Context: an optimization exercise on an open-source flow, tuned for small area. The choices shown serve that exercise and are no tape-out recipe. Power is estimated from default activity; no workload was simulated.

==> run H: inputs <==
## tlc_driver_top
module tlc_driver_top (
    input  logic                  clk,
    input  logic                  nrst,
    input  logic                  clk_enable,
    input  logic                  gs_valid,
    input  tlc_pkg::gs_word_t     gs_word,
    output logic                  gs_credit,
    input  logic                  cfg_valid,
    input  tlc_pkg::fc_config_t   cfg_word,
    output logic                  cfg_credit,
    input  logic                  position_sync,
    input  logic                  driver_sout,
    output tlc_pkg::driver_pins_t pins,
    output logic                  column_ready,
    output logic                  config_match,
    output logic                  underrun
);
    localparam int LANES = tlc_pkg::LANES;
    localparam int FC_BITS = tlc_pkg::FC_BITS;
    localparam int GS_DEPTH = 16;
    localparam logic [3:0] S_STALL  = 4'd0;
    localparam logic [3:0] S_PC     = 4'd1;   
    localparam logic [3:0] S_CFG    = 4'd2;   
    localparam logic [3:0] S_WRT    = 4'd3;   
    localparam logic [3:0] S_PDC    = 4'd4;   
    localparam logic [3:0] S_DUMP   = 4'd5;   
    localparam logic [3:0] S_LOD    = 4'd6;
    localparam logic [3:0] S_WAIT   = 4'd7;
    localparam logic [3:0] S_STREAM = 4'd8;
    localparam logic [5:0] C_PC    = 6'd49;
    localparam logic [5:0] C_DATA  = 6'd15;
    localparam logic [5:0] C_WRT   = 6'd58;
    localparam logic [5:0] C_PDC   = 6'd53;
    localparam logic [5:0] C_DUMP  = 6'd11;
    localparam logic [5:0] C_BLANK = 6'd56;   
    logic [3:0] state;
    logic [5:0] cnt;
    logic [3:0] wcnt;    
    logic [2:0] row;
    tlc_pkg::gs_word_t gs_mem [GS_DEPTH];
    logic [4:0] gs_cnt;
    logic gs_present;
    logic gs_pop;
    always_ff @(posedge clk) begin
        if (gs_valid) begin
            gs_mem[0] <= gs_word;
            for (int i = 1; i < GS_DEPTH; i++) begin
                gs_mem[i] <= gs_mem[i-1];
            end
        end
    end
    assign gs_present = (gs_cnt != '0);
    tlc_pkg::fc_config_t cfg_e0, cfg_e1, cfg_head;
    logic [1:0] cfg_cnt;
    logic cfg_present;
    logic cfg_pop;
    always_ff @(posedge clk) begin
        if (cfg_valid) begin
            cfg_e0 <= cfg_word;
            cfg_e1 <= cfg_e0;
        end
    end
  ...
==> flow/config.mk <==
export PLATFORM = sky130hd
export DESIGN_NAME = tlc_driver_top
export DESIGN_NICKNAME = tlc_driver_top
export VERILOG_FILES = /design/flow/design.v
export SDC_FILE = /design/flow/constraint.sdc
export NUM_CORES = 4
export LEC_CHECK = 0
export CAP_MARGIN = 20
export CORE_MARGIN = 2
export CORE_UTILIZATION = 70
export SLEW_MARGIN = 20
==> flow/constraint.sdc <==
create_clock -name core_clock -period 10.0 [get_ports {clk}]
set_input_delay 2.0000 -clock core_clock [delete_from_list [all_inputs] [get_ports {clk}]]
set_output_delay 2.0000 -clock core_clock [all_outputs]
set_load 0.01 [all_outputs]
run.sh (not shown) runs the stock make flow with config.mk's settings and CLKGATE_MAP_FILE= SYNTH_SCRIPT=/design/flow/synth_recipe.tcl, a recipe that flattens the netlist after the stock synthesis.
==> run P: changes against run H <==
--- a/flow/design.v
+++ b/flow/design.v
@@ -28,16 +28,69 @@
         DUMP_CONFIG = 4'd6,
         WRTFC_TIMING = 4'd7,
         WAIT_FOR_NEXT_SLICE = 4'd8
     } drv_state_t;
 endpackage
 `default_nettype wire
 `timescale 1ns/1ps
 `default_nettype none
+module tlc_lane_sel (
+    input  logic [15:0] sel,
+    input  logic [15:0] d,
+    input  logic        c,
+    output logic        y
+);
+    logic [4:0] yn;
+    for (genvar k = 0; k < 5; k++) begin : g_aoi
+        tlc_aoi222 u_aoi (
+            .a1(sel[3*k]),   .b1(d[3*k]),
+            .a2(sel[3*k+1]), .b2(d[3*k+1]),
+            .a3(sel[3*k+2]), .b3(d[3*k+2]),
+            .y(yn[k])
+        );
+    end
+    tlc_lane_tail u_tail (.yn(yn[4:0]), .s(sel[15]), .d(d[15]), .c(c), .y(y));
+endmodule
+module tlc_aoi222 (
+    input  logic a1, b1, a2, b2, a3, b3,
+    output logic y
+);
+    assign y = !((a1 && b1) || (a2 && b2) || (a3 && b3));
+endmodule
+module tlc_lane_tail (
+    input  logic [4:0] yn,
+    input  logic       s,
+    input  logic       d,
+    input  logic       c,
+    output logic       y
+);
+    assign y = !(&yn) || (s && d) || c;
+endmodule
+module tlc_aoi21 (
+    input  logic a1, a2, b1,
+    output logic y
+);
+    assign y = !((a1 && a2) || b1);
+endmodule
+module tlc_and3 (
+    input  logic a, b, c,
+    output logic y
+);
+    assign y = a && b && c;
+endmodule
+module tlc_nand4 (
+    input  logic a, b, c, d,
+    output logic y
+);
+    assign y = !(a && b && c && d);
+endmodule
+`default_nettype wire
+`timescale 1ns/1ps
+`default_nettype none
 module tlc_driver_top (
     input  logic                  clk,
     input  logic                  nrst,
     input  logic                  clk_enable,
     input  logic                  gs_valid,
     input  tlc_pkg::gs_word_t     gs_word,
     output logic                  gs_credit,
     input  logic                  cfg_valid,
@@ -48,25 +101,25 @@
     output tlc_pkg::driver_pins_t pins,
     output logic                  column_ready,
     output logic                  config_match,
     output logic                  underrun
 );
     localparam int LANES = tlc_pkg::LANES;
     localparam int FC_BITS = tlc_pkg::FC_BITS;
     localparam int GS_DEPTH = 16;
-    localparam logic [3:0] S_STALL  = 4'd0;
-    localparam logic [3:0] S_PC     = 4'd1;   
-    localparam logic [3:0] S_CFG    = 4'd2;   
-    localparam logic [3:0] S_WRT    = 4'd3;   
-    localparam logic [3:0] S_PDC    = 4'd4;   
-    localparam logic [3:0] S_DUMP   = 4'd5;   
-    localparam logic [3:0] S_LOD    = 4'd6;
-    localparam logic [3:0] S_WAIT   = 4'd7;
-    localparam logic [3:0] S_STREAM = 4'd8;
+    localparam logic [3:0] S_STALL  = 4'b1000;
+    localparam logic [3:0] S_PC     = 4'b0100;   
+    localparam logic [3:0] S_CFG    = 4'b0010;   
+    localparam logic [3:0] S_WRT    = 4'b0000;   
+    localparam logic [3:0] S_PDC    = 4'b0101;   
+    localparam logic [3:0] S_DUMP   = 4'b0011;   
+    localparam logic [3:0] S_LOD    = 4'b0001;
+    localparam logic [3:0] S_WAIT   = 4'b1001;
+    localparam logic [3:0] S_STREAM = 4'b1010;
     localparam logic [5:0] C_PC    = 6'd49;
     localparam logic [5:0] C_DATA  = 6'd15;
     localparam logic [5:0] C_WRT   = 6'd58;
     localparam logic [5:0] C_PDC   = 6'd53;
     localparam logic [5:0] C_DUMP  = 6'd11;
     localparam logic [5:0] C_BLANK = 6'd56;   
     logic [3:0] state;
     logic [5:0] cnt;
@@ -79,56 +132,65 @@
     always_ff @(posedge clk) begin
         if (gs_valid) begin
             gs_mem[0] <= gs_word;
             for (int i = 1; i < GS_DEPTH; i++) begin
                 gs_mem[i] <= gs_mem[i-1];
             end
         end
     end
-    assign gs_present = (gs_cnt != '0);
-    tlc_pkg::fc_config_t cfg_e0, cfg_e1, cfg_head;
+    tlc_pkg::fc_config_t cfg_e0, cfg_e1;
     logic [1:0] cfg_cnt;
     logic cfg_present;
     logic cfg_pop;
     always_ff @(posedge clk) begin
         if (cfg_valid) begin
             cfg_e0 <= cfg_word;
             cfg_e1 <= cfg_e0;
         end
     end
     assign cfg_present = (cfg_cnt != '0);
-    assign cfg_head = cfg_cnt[1] ? cfg_e1 : cfg_e0;
     logic [FC_BITS-1:0] act;
-    always_ff @(posedge clk) begin
-        if (cfg_pop) begin
-            for (int k = 0; k < FC_BITS; k++) begin
-                act[k] <= cfg_head[FC_BITS-1-k];
-            end
-        end
+    logic [FC_BITS-1:0] act_n;
+    logic [FC_BITS-1:0] act_n_d;
+    logic ld1, ld0, hold;
+    assign ld1 = cfg_pop && cfg_cnt[1];
+    assign ld0 = cfg_pop && !cfg_cnt[1];
+    assign hold = !cfg_pop;
+    assign act = ~act_n;
+    for (genvar k = 0; k < FC_BITS; k++) begin : g_act
+        tlc_aoi222 u_act (
+            .a1(ld1),  .b1(cfg_e1[FC_BITS-1-k]),
+            .a2(ld0),  .b2(cfg_e0[FC_BITS-1-k]),
+            .a3(hold), .b3(act[k]),
+            .y(act_n_d[k])
+        );
+    end
+    always_ff @(posedge clk) begin
+        act_n <= act_n_d;
     end
     logic is_stall, is_pc, is_cfg, is_pdc, is_dump, is_lod, is_wait, is_stream;
-    assign is_stall  = (state == S_STALL);
-    assign is_pc     = (state == S_PC);
-    assign is_cfg    = (state == S_CFG);
-    assign is_pdc    = (state == S_PDC);
-    assign is_dump   = (state == S_DUMP);
-    assign is_lod    = (state == S_LOD);
-    assign is_wait   = (state == S_WAIT);
-    assign is_stream = (state == S_STREAM);
+    assign is_stall  = state[3] && !state[1] && !state[0];
+    assign is_pc     = state[2] && !state[0];
+    assign is_cfg    = !state[3] && state[1] && !state[0];
+    assign is_pdc    = state[2] && state[0];
+    assign is_dump   = !state[3] && state[1] && state[0];
+    assign is_lod    = !state[3] && !state[2] && !state[1] && state[0];
+    assign is_wait   = state[3] && state[0];
+    assign is_stream = state[3] && state[1];
     logic cend;
     logic data;
     logic word;
     logic last_word;
     logic load;
     assign cend = &cnt;
     assign data = cnt[5] | cnt[4];
     assign word = (wcnt >= 4'd2);
     assign last_word = (wcnt == 4'd10);
-    assign load = cfg_present && (is_stall || is_stream || is_wait);
+    assign load = cfg_present && state[3];
     assign cfg_pop = clk_enable && load;
     always_ff @(posedge clk or negedge nrst) begin
         if (!nrst) begin
             state <= S_STALL;
         end else if (clk_enable) begin
             if (load) begin
                 state <= S_PC;
             end else begin
@@ -199,58 +261,67 @@
             config_match <= !mism;
         end
     end
     logic sclk_en;
     logic gclk_en;
     logic lat_req;
     logic take;
     assign take = is_stream && word && data;
-    assign sclk_en = is_pc || is_pdc || ((is_cfg || is_dump) && data) || take;
+    assign sclk_en = state[2] || (!state[3] && state[1] && data) || take;
     assign gclk_en = is_stream && !(wcnt == 4'd0 && cnt == C_BLANK);
-    assign lat_req = is_pc || is_pdc
+    assign lat_req = state[2]
                      || (is_cfg && cnt >= 6'd59)
                      || (is_stream && word && cend)
                      || (is_stream && last_word && cnt >= 6'd61);
     assign gs_pop = clk_enable && take && gs_present;
-    logic [GS_DEPTH:0] gs_oh;
+    logic [GS_DEPTH-1:0] gs_rd;
+    logic [3:0] rd_lo;
+    logic [3:0] rd_hi;
+    assign gs_present = (gs_cnt != '0);
+    always_comb begin
+        for (int k = 0; k < 4; k++) begin
+            rd_lo[k] = (gs_cnt[1:0] == 2'(k + 1));   
+        end
+        for (int g = 0; g < 4; g++) begin
+            rd_hi[g] = take && ((5'(gs_cnt - 1'b1) >> 2) == 5'(g));
+        end
+        for (int i = 0; i < GS_DEPTH; i++) begin
+            gs_rd[i] = rd_hi[i / 4] && rd_lo[i % 4];
+        end
+    end
     always_ff @(posedge clk or negedge nrst) begin
         if (!nrst) begin
-            gs_oh <= 17'd1;
-        end else if (gs_valid && !gs_pop) begin
-            gs_oh <= {gs_oh[GS_DEPTH-1:0], 1'b0};
-        end else if (gs_pop && !gs_valid) begin
-            gs_oh <= {1'b0, gs_oh[GS_DEPTH:1]};
-        end
-    end
-    tlc_pkg::gs_word_t gs_sel;
-    tlc_pkg::gs_word_t gs_out;
-    always_comb begin
-        gs_sel = '0;
-        for (int i = 0; i < GS_DEPTH; i++) begin
-            if (gs_oh[i + 1]) begin
-                gs_sel = gs_sel | gs_mem[i];
-            end
-        end
-    end
-    assign gs_out = take ? gs_sel : '0;
+            gs_cnt <= '0;
+        end else begin
+            gs_cnt <= gs_cnt + 5'(gs_valid) - 5'(gs_pop);
+        end
+    end
+    logic cfg_out;
+    tlc_pkg::gs_word_t lanes;
+    assign cfg_out = is_cfg && cfg_bit;
+    for (genvar j = 0; j < LANES; j++) begin : g_lane
+        logic [GS_DEPTH-1:0] col;
+        for (genvar i = 0; i < GS_DEPTH; i++) begin : g_col
+            assign col[i] = gs_mem[i][j];
+        end
+        tlc_lane_sel u_sel (.sel(gs_rd), .d(col), .c(cfg_out), .y(lanes[j]));
+    end
     assign pins.sclk = sclk_en && clk_enable;
     assign pins.gclk = gclk_en && clk_enable;
     assign pins.lat = lat_req;
-    assign pins.sin = gs_out | {LANES{is_cfg && cfg_bit}};
+    assign pins.sin = lanes;
     assign column_ready = clk_enable && is_stream && last_word && cend;
     always_ff @(posedge clk or negedge nrst) begin
         if (!nrst) begin
-            gs_cnt <= '0;
             cfg_cnt <= '0;
             gs_credit <= 1'b0;
             cfg_credit <= 1'b0;
             underrun <= 1'b0;
         end else begin
-            gs_cnt <= gs_cnt + 5'(gs_valid) - 5'(gs_pop);
             cfg_cnt <= cfg_cnt + 2'(cfg_valid) - 2'(cfg_pop);
             gs_credit <= gs_pop;
             cfg_credit <= cfg_pop;
             if (clk_enable && take && !gs_present) begin
                 underrun <= 1'b1;
             end
         end
     end
==> flow/flow/run.sh (new file) <==
#!/bin/bash
# Standard ORFS layout with smaller port buffers and no CTS dummy loads.
set -euo pipefail
bash standard.sh \
  'BUFFER_PORTS_ARGS=-buffer_cell sky130_fd_sc_hd__buf_1' \
  'CTS_ARGS=-sink_clustering_enable -repair_clock_nets -dont_use_dummy_load -buf_list sky130_fd_sc_hd__clkbuf_8 -sink_clustering_size 18 -sink_clustering_max_diameter 45' \
  'RECOVER_POWER=100' \
  finish > standard_flow.log 2>&1
==> flow/standard.sh (new file) <==
#!/bin/bash
# synth_recipe.tcl (not shown) runs the flow's synth.tcl, then flattens the netlist and writes it again
# the make line also repeats each setting of config.mk as NAME=value (left out here)
make -C /OpenROAD-flow-scripts/flow DESIGN_CONFIG=/design/flow/config.mk WORK_HOME=/design/flow/orfs CLKGATE_MAP_FILE= SYNTH_SCRIPT=/design/flow/synth_recipe.tcl "${@:-finish}"
==> flow/config.mk (replaced) <==
export PLATFORM = sky130hd
export DESIGN_NAME = tlc_driver_top
export DESIGN_NICKNAME = tlc_driver_top
export VERILOG_FILES = /design/flow/design.v
export SDC_FILE = /design/flow/constraint.sdc
export NUM_CORES = 4
export LEC_CHECK = 0
export CAP_MARGIN = 20
export CORE_MARGIN = 2
export CORE_UTILIZATION = 75
export SLEW_MARGIN = 20
export SYNTH_HIERARCHICAL = 1
removed: flow/run.sh
==> run F: changes against run H <==
--- a/flow/design.v
+++ b/flow/design.v
@@ -68,28 +68,27 @@
     localparam logic [5:0] C_PDC   = 6'd53;
     localparam logic [5:0] C_DUMP  = 6'd11;
     localparam logic [5:0] C_BLANK = 6'd56;   
     logic [3:0] state;
     logic [5:0] cnt;
     logic [3:0] wcnt;    
     logic [2:0] row;
     tlc_pkg::gs_word_t gs_mem [GS_DEPTH];
-    logic [4:0] gs_cnt;
     logic gs_present;
+    logic [GS_DEPTH:0] gs_oh;
     logic gs_pop;
     always_ff @(posedge clk) begin
         if (gs_valid) begin
             gs_mem[0] <= gs_word;
             for (int i = 1; i < GS_DEPTH; i++) begin
                 gs_mem[i] <= gs_mem[i-1];
             end
         end
     end
-    assign gs_present = (gs_cnt != '0);
     tlc_pkg::fc_config_t cfg_e0, cfg_e1, cfg_head;
     logic [1:0] cfg_cnt;
     logic cfg_present;
     logic cfg_pop;
     always_ff @(posedge clk) begin
         if (cfg_valid) begin
             cfg_e0 <= cfg_word;
             cfg_e1 <= cfg_e0;
@@ -206,17 +205,17 @@
     assign take = is_stream && word && data;
     assign sclk_en = is_pc || is_pdc || ((is_cfg || is_dump) && data) || take;
     assign gclk_en = is_stream && !(wcnt == 4'd0 && cnt == C_BLANK);
     assign lat_req = is_pc || is_pdc
                      || (is_cfg && cnt >= 6'd59)
                      || (is_stream && word && cend)
                      || (is_stream && last_word && cnt >= 6'd61);
     assign gs_pop = clk_enable && take && gs_present;
-    logic [GS_DEPTH:0] gs_oh;
+    assign gs_present = !gs_oh[0];
     always_ff @(posedge clk or negedge nrst) begin
         if (!nrst) begin
             gs_oh <= 17'd1;
         end else if (gs_valid && !gs_pop) begin
             gs_oh <= {gs_oh[GS_DEPTH-1:0], 1'b0};
         end else if (gs_pop && !gs_valid) begin
             gs_oh <= {1'b0, gs_oh[GS_DEPTH:1]};
         end
@@ -234,23 +233,21 @@
     assign gs_out = take ? gs_sel : '0;
     assign pins.sclk = sclk_en && clk_enable;
     assign pins.gclk = gclk_en && clk_enable;
     assign pins.lat = lat_req;
     assign pins.sin = gs_out | {LANES{is_cfg && cfg_bit}};
     assign column_ready = clk_enable && is_stream && last_word && cend;
     always_ff @(posedge clk or negedge nrst) begin
         if (!nrst) begin
-            gs_cnt <= '0;
             cfg_cnt <= '0;
             gs_credit <= 1'b0;
             cfg_credit <= 1'b0;
             underrun <= 1'b0;
         end else begin
-            gs_cnt <= gs_cnt + 5'(gs_valid) - 5'(gs_pop);
             cfg_cnt <= cfg_cnt + 2'(cfg_valid) - 2'(cfg_pop);
             gs_credit <= gs_pop;
             cfg_credit <= cfg_pop;
             if (clk_enable && take && !gs_present) begin
                 underrun <= 1'b1;
             end
         end
     end
==> flow/flow/run.sh (new file) <==
#!/bin/bash
# Standard ORFS layout with smaller port buffers and no CTS dummy loads.
set -euo pipefail
bash standard.sh \
  'BUFFER_PORTS_ARGS=-buffer_cell sky130_fd_sc_hd__buf_1' \
  'CTS_ARGS=-sink_clustering_enable -repair_clock_nets -dont_use_dummy_load -buf_list sky130_fd_sc_hd__clkbuf_8 -sink_clustering_size 20 -sink_clustering_max_diameter 60' \
  finish > standard_flow.log 2>&1
==> flow/standard.sh (new file) <==
#!/bin/bash
# synth_recipe.tcl (not shown) runs the flow's synth.tcl, then flattens the netlist and writes it again
# the make line also repeats each setting of config.mk as NAME=value (left out here)
make -C /OpenROAD-flow-scripts/flow DESIGN_CONFIG=/design/flow/config.mk WORK_HOME=/design/flow/orfs CLKGATE_MAP_FILE= SYNTH_SCRIPT=/design/flow/synth_recipe.tcl "${@:-finish}"
removed: flow/run.sh
==> summary.txt <==
Combinational power: run F is lower than run P (33%).
The highest clock-buffer cell count belongs to run H, the lowest to run F.
Against run F, the clock skew of run H is lower by 0.050 ns.
Against run P, the non-clock buffer count of run F is lower by 1.
Run H went through all stages and came out clean. Run P completed and failed the layout checks on max-capacitance violations, max-slew violations. Run F produced a clean layout.
Final cell count: run H > run F > run P.
Worst hold slack, lowest first: run F, run P, run H.
Die area, highest first: run H, run F, run P.
The highest via count belongs to run H, the lowest to run F.
==> figures <==
Run status: run P complete, but fails checks; run F finished clean; run H finished clean
Reasons for failing layout checks: run P max-capacitance violations, max-slew violations; run F -; run H -
Placed cell area: run P 25000 sq um; run F 25900 sq um; run H 27000 sq um
Met2 layer usage reported by global route: run P 46.7%; run F 44.4%; run H 47.8%
Via count of the first global-routing pass: run P 13.5k; run F 13.1k; run H 14.5k
Design area: run P 25600 sq um; run F 26500 sq um; run H 29100 sq um
Worst r2r path cells: run P 7; run F 9; run H 16
Net count, final: run P 1556; run F 1629; run H 1694
Post-synthesis compound-gate area fraction: run P 10.6%; run F 9.96%; run H 10.4%
Row count: run P 65; run F 69; run H 69
Area share of xor/xnor cells in the synthesized design: run P 0.624%; run F 0.350%; run H 0.482%
Number of clock buffers in the layout: run P 50; run F 41; run H 90
Ratio of layout area to synthesized area: run P 1.074x; run F 1.059x; run H 1.145x
Routed length per instance: run P 27.0 um; run F 25.9 um; run H 26.2 um
Mean post-synth cell area: run P 18.8 sq um; run F 17.5 sq um; run H 17.3 sq um
Final Routed Wirelength: run P 50100 um; run F 51700 um; run H 55200 um
Tightest Pin Transition: run P 3.67 ns; run F 1.05 ns; run H 1.08 ns
Via count of the routed design: run P 13.6k; run F 13.5k; run H 14.4k
Worst max-slew margin expressed relative to the limit: run P -145%; run F 30.0%; run H 28.1%
No run of this note included a check of the RTL's function; only the layout flow was run.

separate check: timing with driven ports:
Ports are ideal in the flow. The routed layouts listed here were re-timed in OpenROAD. Step 1, drivers: a clkbuf_16 drives clk and a buf_2 each remaining input, both assumed. Step 2, shift: input delay + t, output delay - t, t = (earliest + latest rising clock arrival at the registers) / 2. This alone moves slack from input paths to output paths. Three values: ideal, step 1, step 2; two values: the first two.
run	t, ns	setup WS [ns]	clock arrival spread, ns	worst slew at a driven data input, ns	cell pins on the clock port's net
run H	0.625	3.608 / 3.551 / 4.176	0.024 / 0.024	0.06	1
run P	0.645	2.293 / 2.241 / 2.886	0.076 / 0.076	0.08	1
run F	0.629	4.167 / 4.116 / 4.745	0.068 / 0.067	0.06	1
